This is an optimization exercise on Yosys and OpenROAD, whose aim is a short achievable clock period and few clock cycles, not a production implementation. Power figures rest on the tool's default switching activity, not on a simulated workload.

## job 101
==> flow/design.v <==
`timescale 1ns/1ps
package cqt_state_pkg;
    typedef enum logic [2:0] {
        IDLE        = 3'd0,   
        CALC        = 3'd1,   
        SPLIT_FLAG  = 3'd2,   
        FORCE_SPLIT = 3'd3,   
        LEAF_CU     = 3'd4,   
        NEXT        = 3'd5,   
        ENDING      = 3'd6    
    } cqt_state_t;
endpackage
`timescale 1ns/1ps
package cqt_syntax_pkg;
    typedef logic [1:0] cqt_depth_t;
    typedef enum logic [1:0] {
        CTX_NONE = 2'd0,
        CTX_ONE  = 2'd1,
        CTX_BOTH = 2'd2
    } split_ctx_t;
endpackage
`timescale 1ns/1ps
module cqt_decoder (
    input  logic        clk,
    input  logic        rst_n,
    input  logic        cqt_start,
    input  logic [5:0]  ctb_x,
    input  logic [4:0]  ctb_y,
    input  logic [11:0] pic_width,
    input  logic [10:0] pic_height,
    input  logic        bin,
    input  logic        bin_vld,
    input  logic        cu_done,
    output logic        dec_run,
    output logic        ctx_addr_vld,
    output logic [9:0]  ctx_addr,
    output logic        cu_start,
    output logic [11:0] cu_x,
    output logic [10:0] cu_y,
    output logic [2:0]  cu_log2_size,
    output logic        cqt_done
);
localparam logic [2:0] M_IDLE  = 3'd0;   
localparam logic [2:0] M_PRE   = 3'd1;   
localparam logic [2:0] M_FWBIN = 3'd2;   
localparam logic [2:0] M_FWCU  = 3'd3;   
localparam logic [2:0] M_SCALC = 3'd4;   
localparam logic [2:0] M_SWBIN = 3'd5;   
localparam logic [2:0] M_SWCU  = 3'd6;   
localparam logic [2:0] M_SNEXT = 3'd7;   
function automatic logic [2:0] ctxv(input logic cl, input logic ca);
    ctxv = (cl & ca) ? 3'd4 : ((cl | ca) ? 3'd3 : 3'd2);
endfunction
logic [2:0]  mode;
logic [1:0]  d, i1, i2, i3;       
logic [1:0]  nl, na;              
logic [2:0]  ctx_r;
logic        qreq, qcu, qdone;    
logic        b1req, b1cu, b0cu;   
logic        e_req, e_cu, e_done; 
logic        newpic;
logic [1:0]  left_d  [8];
logic [1:0]  above_d [8];
logic [15:0] above_buf [64];     
logic        wr_pend;
logic [15:0] wr_data;
logic [5:0]  cx;
logic [4:0]  cy;
logic        cx_nz, cy_nz;
logic [5:0]  r_wf, r_colsm1;
logic [2:0]  r_wl, r_hl;
logic [4:0]  r_hf, r_rowsm1;
logic        r_nnew, r_nfull, r_nsame, r_ncx_nz, r_ncy_nz;
wire trig = cqt_start | cu_done;
assign dec_run      = (trig & qreq) | (bin_vld & bin & b1req) | e_req;
assign ctx_addr_vld = (trig & qreq) | (bin_vld & bin & b1req) | e_req;
assign cu_start     = (cu_done & qcu) | (bin_vld & ~bin & b0cu) | (bin_vld & bin & b1cu) | e_cu;
assign cqt_done     = (cu_done & qdone) | e_done;
assign ctx_addr     = {7'd0, ctx_r};
wire [2:0] col_n = {i1[0], i2[0], i3[0]};
wire [2:0] row_n = {i1[1], i2[1], i3[1]};
wire [2:0] sz_n  = 3'd6 - {1'b0, d};
assign cu_x = {cx, col_n, 3'b000};
assign cu_y = {cy, row_n, 3'b000};
assign cu_log2_size = (bin & b1cu) ? 3'd3 : sz_n;
wire [1:0] i1n = i1 + 2'd1;
wire [1:0] i2n = i2 + 2'd1;
wire [1:0] i3n = i3 + 2'd1;
wire sel3   = (d == 2'd3) & (i3 != 2'd3);
wire sel2   = ~sel3 & d[1] & (i2 != 2'd3);
wire sel1   = ~sel3 & ~sel2 & (d != 2'd0) & (i1 != 2'd3);
wire s_done = ~sel3 & ~sel2 & ~sel1;
wire [1:0] s_k  = sel3 ? 2'd3 : (sel2 ? 2'd2 : 2'd1);
wire [1:0] s_i1 = sel1 ? i1n : i1;
wire [1:0] s_i2 = sel2 ? i2n : (sel1 ? 2'd0 : i2);
wire [1:0] s_i3 = sel3 ? i3n : 2'd0;
wire [2:0] row2 = {i1[1], i2n[1], 1'b0};
wire [2:0] col2 = {i1[0], i2n[0], 1'b0};
wire byp2 = (d == 2'd2) & ~i2[0];
wire cl2  = ~byp2 & ((|col2) | cx_nz) & (left_d[row2] == 2'd3);
wire ca2  = ((|row2) | cy_nz) & (above_d[col2] == 2'd3);
wire byp1 = (d == 2'd1) & ~i1[0];
wire [1:0] s_nl = (byp1 | ~(i1n[0] | cx_nz)) ? 2'd0 : (i1n[1] ? left_d[4] : left_d[0]);
wire [1:0] s_na = ~(i1n[1] | cy_nz) ? 2'd0 : (i1n[0] ? above_d[4] : above_d[0]);
wire [2:0] s_ctx = sel2 ? ctxv(cl2, ca2) : ctxv(s_nl[1], s_na[1]);
wire [3:0] wu = (cx == r_wf) ? {1'b0, r_wl} : 4'd8;    
wire [3:0] hu = (cy == r_hf) ? {1'b0, r_hl} : 4'd8;
wire [3:0] span_n = 4'd8 >> d;
wire outside_n = ({1'b0, col_n} >= wu) || ({1'b0, row_n} >= hu);
wire cross_n   = ({1'b0, col_n} + span_n > wu) || ({1'b0, row_n} + span_n > hu);
wire [1:0] n_nl = !((|col_n) || cx_nz) ? 2'd0 : left_d[row_n];
wire [1:0] n_na = !((|row_n) || cy_nz) ? 2'd0 : above_d[col_n];
logic [1:0] idx_n;
always_comb begin
    case (d)
        2'd1:    idx_n = i1;
        2'd2:    idx_n = i2;
        2'd3:    idx_n = i3;
        default: idx_n = 2'd0;
    endcase
end
wire [15:0] above_rd = above_buf[1];
logic [1:0] above_next [8];
always_comb
    for (int c = 0; c < 8; c++)
        above_next[c] = r_nsame ? above_d[c] : above_rd[2*c +: 2];
wire [1:0] root_nl = r_ncx_nz ? left_d[0] : 2'd0;
wire [1:0] root_na = r_ncy_nz ? above_next[0] : 2'd0;
wire full_now = (ctb_x < pic_width[11:6]) && (ctb_y < pic_height[10:6]);
wire ev_bin0   = (mode == M_FWBIN) & bin_vld & ~bin;
wire ev_bin1   = (mode == M_FWBIN) & bin_vld & bin;
wire ev_fcu    = (mode == M_FWCU) & cu_done & qcu;
wire ev_fdone  = (mode == M_FWCU) & cu_done & qdone;
wire ev_sdone  = (mode == M_SNEXT) & (d == 2'd0);
wire ev_done   = ev_fdone | ev_sdone;
wire s_cu_calc = (mode == M_SCALC) & ~outside_n & (d == 2'd3);
wire s_cu_bin  = (mode == M_SWBIN) & bin_vld & ~bin;
wire       wr_en = ev_bin0 | (ev_bin1 & (d == 2'd2)) | ev_fcu | s_cu_calc | s_cu_bin;
wire       wr_8  = (mode == M_FWBIN) & bin;
wire [1:0] wr_v  = wr_8 ? 2'd3 : d;
wire [2:0] mask_d = {d != 2'd0, d[1], d == 2'd3};
logic [7:0] hit_row, hit_col;
always_comb
    for (int u = 0; u < 8; u++) begin
        hit_row[u] = wr_8 ? (3'(u) == row_n) : (((3'(u) ^ row_n) & mask_d) == 3'd0);
        hit_col[u] = wr_8 ? (3'(u) == col_n) : (((3'(u) ^ col_n) & mask_d) == 3'd0);
    end
always_ff @(posedge clk) begin
    for (int u = 0; u < 8; u++) begin
        if (wr_en && hit_row[u]) left_d[u] <= wr_v;
        if (rst_n && ev_done) above_d[u] <= above_next[u];
        else if (wr_en && hit_col[u]) above_d[u] <= wr_v;
    end
    if (wr_pend)
        for (int k = 0; k < 64; k++)
            above_buf[k] <= (6'(k) == r_colsm1) ? wr_data : above_buf[(k + 1) % 64];
end
always_ff @(posedge clk) begin
    if (cqt_start) begin
        cx    <= ctb_x;
        cy    <= ctb_y;
        cx_nz <= |ctb_x;
        cy_nz <= |ctb_y;
    end
    r_wf     <= pic_width[11:6];
    r_wl     <= pic_width[5:3];
    r_hf     <= pic_height[10:6];
    r_hl     <= pic_height[5:3];
    r_colsm1 <= pic_width[11:6] - 6'(pic_width[5:0] == 6'd0);
    r_rowsm1 <= pic_height[10:6] - 5'(pic_height[5:0] == 6'd0);
end
logic       lastcol, lastrow;
logic [5:0] ncx;
logic [4:0] ncy;
always_comb begin
    lastcol = (cx >= r_colsm1);
    lastrow = (cy >= r_rowsm1);
    ncx = lastcol ? 6'd0 : cx + 6'd1;
    ncy = lastcol ? (lastrow ? 5'd0 : cy + 5'd1) : cy;
end
always_ff @(posedge clk) begin
    r_nnew   <= lastcol & lastrow;
    r_nfull  <= (ncx < r_wf) && (ncy < r_hf);
    r_nsame  <= (r_colsm1 == 6'd0);
    r_ncx_nz <= |ncx;
    r_ncy_nz <= |ncy;
end
always_ff @(posedge clk) begin
    e_req   <= 1'b0;
    e_cu    <= 1'b0;
    e_done  <= 1'b0;
    wr_pend <= 1'b0;
    if (!rst_n) begin
        mode   <= M_IDLE;
        d      <= 2'd0;
        i1     <= 2'd0;
        i2     <= 2'd0;
        i3     <= 2'd0;
        nl     <= 2'd0;
        na     <= 2'd0;
        ctx_r  <= 3'd2;
        qreq   <= 1'b0;
        qcu    <= 1'b0;
        qdone  <= 1'b0;
        b1req  <= 1'b0;
        b1cu   <= 1'b0;
        b0cu   <= 1'b0;
        newpic <= 1'b1;
    end else begin
        if ((trig & qreq) | ((mode == M_PRE) & e_req)) begin
            mode  <= M_FWBIN;
            ctx_r <= ctxv({1'b0, nl} > {1'b0, d} + 3'd1, {1'b0, na} > {1'b0, d} + 3'd1);
            b1req <= (d < 2'd2);
            b1cu  <= (d == 2'd2);
            b0cu  <= 1'b1;
            qreq  <= 1'b0;
            qcu   <= 1'b0;
            qdone <= 1'b0;
        end else if (ev_bin0 | ev_fcu) begin
            mode  <= M_FWCU;
            d     <= s_k;
            i1    <= s_i1;
            i2    <= s_i2;
            i3    <= s_i3;
            nl    <= s_nl;
            na    <= s_na;
            ctx_r <= s_ctx;
            qreq  <= ~s_done & (s_k != 2'd3);
            qcu   <= ~s_done & (s_k == 2'd3);
            qdone <= s_done;
            b1req <= 1'b0;
            b1cu  <= 1'b0;
            b0cu  <= 1'b0;
        end else if (ev_bin1) begin
            if (d != 2'd2) begin
                d     <= d + 2'd1;
                ctx_r <= ctxv({1'b0, nl} > {1'b0, d} + 3'd2, {1'b0, na} > {1'b0, d} + 3'd2);
                b1req <= (d == 2'd0);
                b1cu  <= (d == 2'd1);
            end else begin
                mode  <= M_FWCU;
                d     <= 2'd3;
                i3    <= 2'd1;
                qcu   <= 1'b1;
                b1req <= 1'b0;
                b1cu  <= 1'b0;
                b0cu  <= 1'b0;
            end
        end else if (ev_done) begin
            mode   <= M_IDLE;
            d      <= 2'd0;
            i1     <= 2'd0;
            i2     <= 2'd0;
            i3     <= 2'd0;
            nl     <= root_nl;
            na     <= root_na;
            ctx_r  <= ctxv(root_nl != 2'd0, root_na != 2'd0);
            qreq   <= ~r_nnew & r_nfull;
            qcu    <= 1'b0;
            qdone  <= 1'b0;
            newpic <= r_nnew;
            e_done <= ev_sdone;
            wr_pend <= 1'b1;
            for (int c = 0; c < 8; c++) wr_data[2*c +: 2] <= above_d[c];
        end else begin
            case (mode)
                M_IDLE: begin
                    if (cqt_start) begin
                        mode  <= M_PRE;
                        e_req <= full_now;
                    end
                end
                M_PRE: mode <= M_SCALC;
                M_SCALC: begin
                    if (outside_n) begin
                        mode <= M_SNEXT;
                    end else if (d == 2'd3) begin
                        mode <= M_SWCU;
                        e_cu <= 1'b1;
                    end else if (cross_n) begin
                        d <= d + 2'd1;
                    end else begin
                        mode  <= M_SWBIN;
                        e_req <= 1'b1;
                        ctx_r <= ctxv(n_nl > d, n_na > d);
                    end
                end
                M_SWBIN: begin
                    if (bin_vld) begin
                        if (bin) begin
                            mode <= M_SCALC;
                            d    <= d + 2'd1;
                        end else begin
                            mode <= M_SWCU;
                            e_cu <= 1'b1;
                        end
                    end
                end
                M_SWCU: begin
                    if (cu_done) mode <= M_SNEXT;
                end
                M_SNEXT: begin
                    case (d)
                        2'd1:    i1 <= i1 + 2'd1;
                        2'd2:    i2 <= i2 + 2'd1;
                        default: i3 <= i3 + 2'd1;
                    endcase
                    if (idx_n == 2'd3) d <= d - 2'd1;
                    else               mode <= M_SCALC;
                end
                default: ;   
            endcase
        end
    end
end
endmodule
clock: 6.0 ns
lec_check: 0
abc_clock_period_in_ps: 2500
cap_margin: 20
core_margin: 2
core_utilization: 40
setup_slack_margin: 4.0
slew_margin: 20
tns_end_percent: 100
run.sh (not shown) runs the stock make flow with config.mk's settings and CLKGATE_MAP_FILE= SYNTH_SCRIPT=/design/flow/synth_recipe.tcl, a recipe that flattens the netlist after the stock synthesis.
> inputs changed (job 101 -> job 102)
--- a/flow/design.v
+++ b/flow/design.v
@@ -71,4 +71,5 @@
 logic [2:0]  r_wl, r_hl;
 logic [4:0]  r_hf, r_rowsm1;
+logic [63:0] r_lastsel;           
 logic        r_nnew, r_nfull, r_nsame, r_ncx_nz, r_ncy_nz;
 wire trig = cqt_start | cu_done;
@@ -154,5 +155,5 @@
     if (wr_pend)
         for (int k = 0; k < 64; k++)
-            above_buf[k] <= (6'(k) == r_colsm1) ? wr_data : above_buf[(k + 1) % 64];
+            above_buf[k] <= r_lastsel[k] ? wr_data : above_buf[(k + 1) % 64];
 end
 always_ff @(posedge clk) begin
@@ -169,4 +170,5 @@
     r_colsm1 <= pic_width[11:6] - 6'(pic_width[5:0] == 6'd0);
     r_rowsm1 <= pic_height[10:6] - 5'(pic_height[5:0] == 6'd0);
+    for (int k = 0; k < 64; k++) r_lastsel[k] <= (r_colsm1 == 6'(k));
 end
 logic       lastcol, lastrow;
Notes after the runs:
Diff job 101 -> job 102: placed cell count increased 3.0%, flip-flop and latch count increased 63, met3 wire length decreased 18%, sum of internal, switching and leakage power increased 0.85 mW. Comparing job 102 and job 101, worst setup slack is higher on job 101. Changes observed in job 102 relative to job 101: number of clock-tree buffers in the layout increased about 12%; leakage power figure decreased about 5.5%; power drawn by the sequential cells increased about 5%; via count decreased about 3.4%; final wirelength decreased 15 mm.
Function was not checked in any run of this note: the RTL went through the layout flow alone.

---

== oak ==
cqt_decoder, a different RTL version from the one above (not shown whole).
Size in the first run: ~3300 cells after synthesis, ~1200 flip-flops, ~0.053 mm² of cells after synthesis.
// cqt_decoder
module cqt_decoder (
    input  logic        clk,
    input  logic        rst_n,
    input  logic        cqt_start,
    input  logic [5:0]  ctb_x,
    input  logic [4:0]  ctb_y,
    input  logic [11:0] pic_width,
    input  logic [10:0] pic_height,
    input  logic        bin,
    input  logic        bin_vld,
    input  logic        cu_done,
    output logic        dec_run,
    output logic        ctx_addr_vld,
    output logic [9:0]  ctx_addr,
    output logic        cu_start,
    output logic [11:0] cu_x,
    output logic [10:0] cu_y,
    output logic [2:0]  cu_log2_size,
    output logic        cqt_done
);
function automatic logic [2:0] ctxv(input logic cl, input logic ca);
    ctxv = (cl & ca) ? 3'd4 : ((cl | ca) ? 3'd3 : 3'd2);
endfunction
logic m_idle;     
logic m_pre;      
logic m_fwbin;    
logic m_fwcu;     
logic m_scalc;    
logic m_sact;     
logic m_swbin;    
logic m_swcu;     
logic m_snext;    
logic [1:0]  d, i1, i2, i3;       
logic [2:0]  ctx_r;               
logic [2:0]  ctxc1, ctxc2;        
logic        qreq, qcu, qdone;    
logic        b1req, b1cu, b0cu;   
logic        e_req, e_cu, e_done; 
logic        newpic;
logic        c_out, c_cross;      
logic [1:0]  left_d  [8];
logic [1:0]  above_d [8];
logic [15:0] above_buf [64];      
logic        wr_pend;
logic [15:0] wr_data;
logic [5:0]  cx;
logic [4:0]  cy;
logic        cx_nz, cy_nz;
  ...
clock: 6.0 ns
lec_check: 0
abc_clock_period_in_ps: 2500
cap_margin: 20
core_margin: 2
core_utilization: 40
setup_slack_margin: 4.0
slew_margin: 20
synth_hierarchical: 1
synth_minimum_keep_size: 0
tns_end_percent: 100
[inputs] pine vs oak
diff --git a/flow/design.v b/flow/design.v
--- a/flow/design.v
+++ b/flow/design.v
@@ -16,40 +16,66 @@
     typedef enum logic [1:0] {
         CTX_NONE = 2'd0,
         CTX_ONE  = 2'd1,
         CTX_BOTH = 2'd2
     } split_ctx_t;
 endpackage
 `timescale 1ns/1ps
+module cqt_nand2 (input logic a, input logic b, output logic y);
+assign y = ~(a & b);
+endmodule
+module cqt_nand3 (input logic a, input logic b, input logic c, output logic y);
+assign y = ~(a & b & c);
+endmodule
+module cqt_nand3b (input logic a_n, input logic b, input logic c, output logic y);
+assign y = ~(~a_n & b & c);
+endmodule
+module cqt_nand4 (input logic a, input logic b, input logic c, input logic d, output logic y);
+assign y = ~(a & b & c & d);
+endmodule
+module cqt_a21oi (input logic a1, input logic a2, input logic b1, output logic y);
+assign y = ~((a1 & a2) | b1);
+endmodule
 module cqt_walker (
     input  logic       cqt_start,
     input  logic       bin,
     input  logic       bin_vld,
     input  logic       cu_done,
     input  logic       qreq,       
     input  logic       qcu,        
     input  logic       qdone,      
     input  logic       b1req,      
     input  logic       b1cu,       
     input  logic       b0cu,       
-    input  logic       e_req,      
-    input  logic       e_cu,
-    input  logic       e_done,
-    input  logic [2:0] sz_n,       
+    input  logic       e_req_n,    
+    input  logic       e_cu_n,
+    input  logic       e_done_n,
+    input  logic [2:0] sz_n_n,     
     output logic       dec_run,
     output logic       ctx_addr_vld,
     output logic       cu_start,
     output logic [2:0] cu_log2_size,
     output logic       cqt_done
 );
-assign dec_run      = (cqt_start & qreq) | (cu_done & qreq) | (bin_vld & bin & b1req) | e_req;
-assign ctx_addr_vld = (cqt_start & qreq) | (cu_done & qreq) | (bin_vld & bin & b1req) | e_req;
-assign cu_start     = (cu_done & qcu) | (bin_vld & ~bin & b0cu) | (bin_vld & bin & b1cu) | e_cu;
-assign cqt_done     = (cu_done & qdone) | e_done;
-assign cu_log2_size = (bin & b1cu) ? 3'd3 : sz_n;
+logic r_start, r_cu, r_bin, c_cu, c_bin1, c_bin0, d_cu, s_bin;
+cqt_nand2 i_r_start (.a(cqt_start), .b(qreq), .y(r_start));
+cqt_nand2 i_r_cu    (.a(cu_done), .b(qreq), .y(r_cu));
+cqt_nand3 i_r_bin   (.a(bin_vld), .b(bin), .c(b1req), .y(r_bin));
+cqt_nand4 i_r_out   (.a(r_start), .b(r_cu), .c(r_bin), .d(e_req_n), .y(dec_run));
+assign ctx_addr_vld = dec_run;
+cqt_nand2  i_c_cu   (.a(cu_done), .b(qcu), .y(c_cu));
+cqt_nand3  i_c_bin1 (.a(bin_vld), .b(bin), .c(b1cu), .y(c_bin1));
+cqt_nand3b i_c_bin0 (.a_n(bin), .b(bin_vld), .c(b0cu), .y(c_bin0));
+cqt_nand4  i_c_out  (.a(c_cu), .b(c_bin1), .c(c_bin0), .d(e_cu_n), .y(cu_start));
+cqt_nand2 i_d_cu  (.a(cu_done), .b(qdone), .y(d_cu));
+cqt_nand2 i_d_out (.a(d_cu), .b(e_done_n), .y(cqt_done));
+cqt_nand2 i_s_bin (.a(bin), .b(b1cu), .y(s_bin));
+cqt_a21oi i_s2    (.a1(bin), .a2(b1cu), .b1(sz_n_n[2]), .y(cu_log2_size[2]));
+cqt_nand2 i_s1    (.a(s_bin), .b(sz_n_n[1]), .y(cu_log2_size[1]));
+cqt_nand2 i_s0    (.a(s_bin), .b(sz_n_n[0]), .y(cu_log2_size[0]));
 endmodule
 `timescale 1ns/1ps
 module cqt_decoder (
     input  logic        clk,
     input  logic        rst_n,
     input  logic        cqt_start,
     input  logic [5:0]  ctb_x,
@@ -101,16 +127,17 @@
 logic [4:0]  r_hf, r_rowsm1;
 logic [3:0]  r_wu, r_hu;          
 logic [63:0] r_lastsel;           
 logic        r_nnew, r_nfull, r_nsame, r_ncx_nz, r_ncy_nz;
 wire [2:0] sz_n = 3'd6 - {1'b0, d};
 cqt_walker i_pulse (
     .cqt_start, .bin, .bin_vld, .cu_done,
-    .qreq, .qcu, .qdone, .b1req, .b1cu, .b0cu, .e_req, .e_cu, .e_done,
-    .sz_n,
+    .qreq, .qcu, .qdone, .b1req, .b1cu, .b0cu,
+    .e_req_n(~e_req), .e_cu_n(~e_cu), .e_done_n(~e_done),
+    .sz_n_n(~sz_n),
     .dec_run, .ctx_addr_vld, .cu_start, .cu_log2_size, .cqt_done
 );
 assign ctx_addr = {7'd0, ctx_r};
 wire [2:0] col_n = {i1[0], i2[0], i3[0]};
 wire [2:0] row_n = {i1[1], i2[1], i3[1]};
 assign cu_x = {cx, col_n, 3'b000};
 assign cu_y = {cy, row_n, 3'b000};
pine vs. oak: aggregate routed wire length went up by about 1.6%. | post-route standard cell area excluding fillers | oak vs pine | ≈ equal |. In terms of non-filler instance count after layout, pine and oak differ only marginally. [pine vs oak] fmax: higher in pine. oak -> pine: proportion of cell area occupied by registers flat. Any difference in xor/xnor share of the synthesized area between oak and pine is small enough to ignore. Time the final worst path needs with I/O delays and setup | pine below oak. Between oak and pine, the difference in number of cells in the design after placement is negligible. The fraction of power consumed by sequential logic reported for pine is greater than that of oak by 1.0 points. [pine] met3 routing resource usage after global routing fell 0.36 points relative to oak.
Function was not checked in any run of this note: the RTL went through the layout flow alone.

-- re-timing with driven ports --
The flow's constraints put no driver on any port. The routed layouts listed below were extracted and timed again, unchanged, in two steps. Step 1, drivers: a clkbuf_16 drives clk and a buf_2 each remaining input, both assumed. Step 2 moves the port delays by t, midway between the first and last clock arrival at a register: inputs arrive t later, outputs are due t later. That takes back most of the time a late clock gives input paths. Slacks: ideal / step 1 / step 2; pairs: ideal / step 1.
run	t, ns	setup slack, ns	worst setup path at the end	worst slew at a driven data input, ns	pins driven straight from the clock port
job 101	0.795	2.958 / 2.909 / 2.653	input to register	0.08	1
job 102	0.778	2.842 / 2.842 / 2.452	input to register	0.08	1
oak	0.819	2.766 / 2.717 / 2.717	input to output	0.08	1
pine	0.795	3.025 / 2.949 / 2.887	input to register	0.08	1
After both steps setup and hold are still met in every run listed. The setup slack of job 102, which loses most, moves by 0.000 ns with the drivers and by -0.390 ns with both steps.
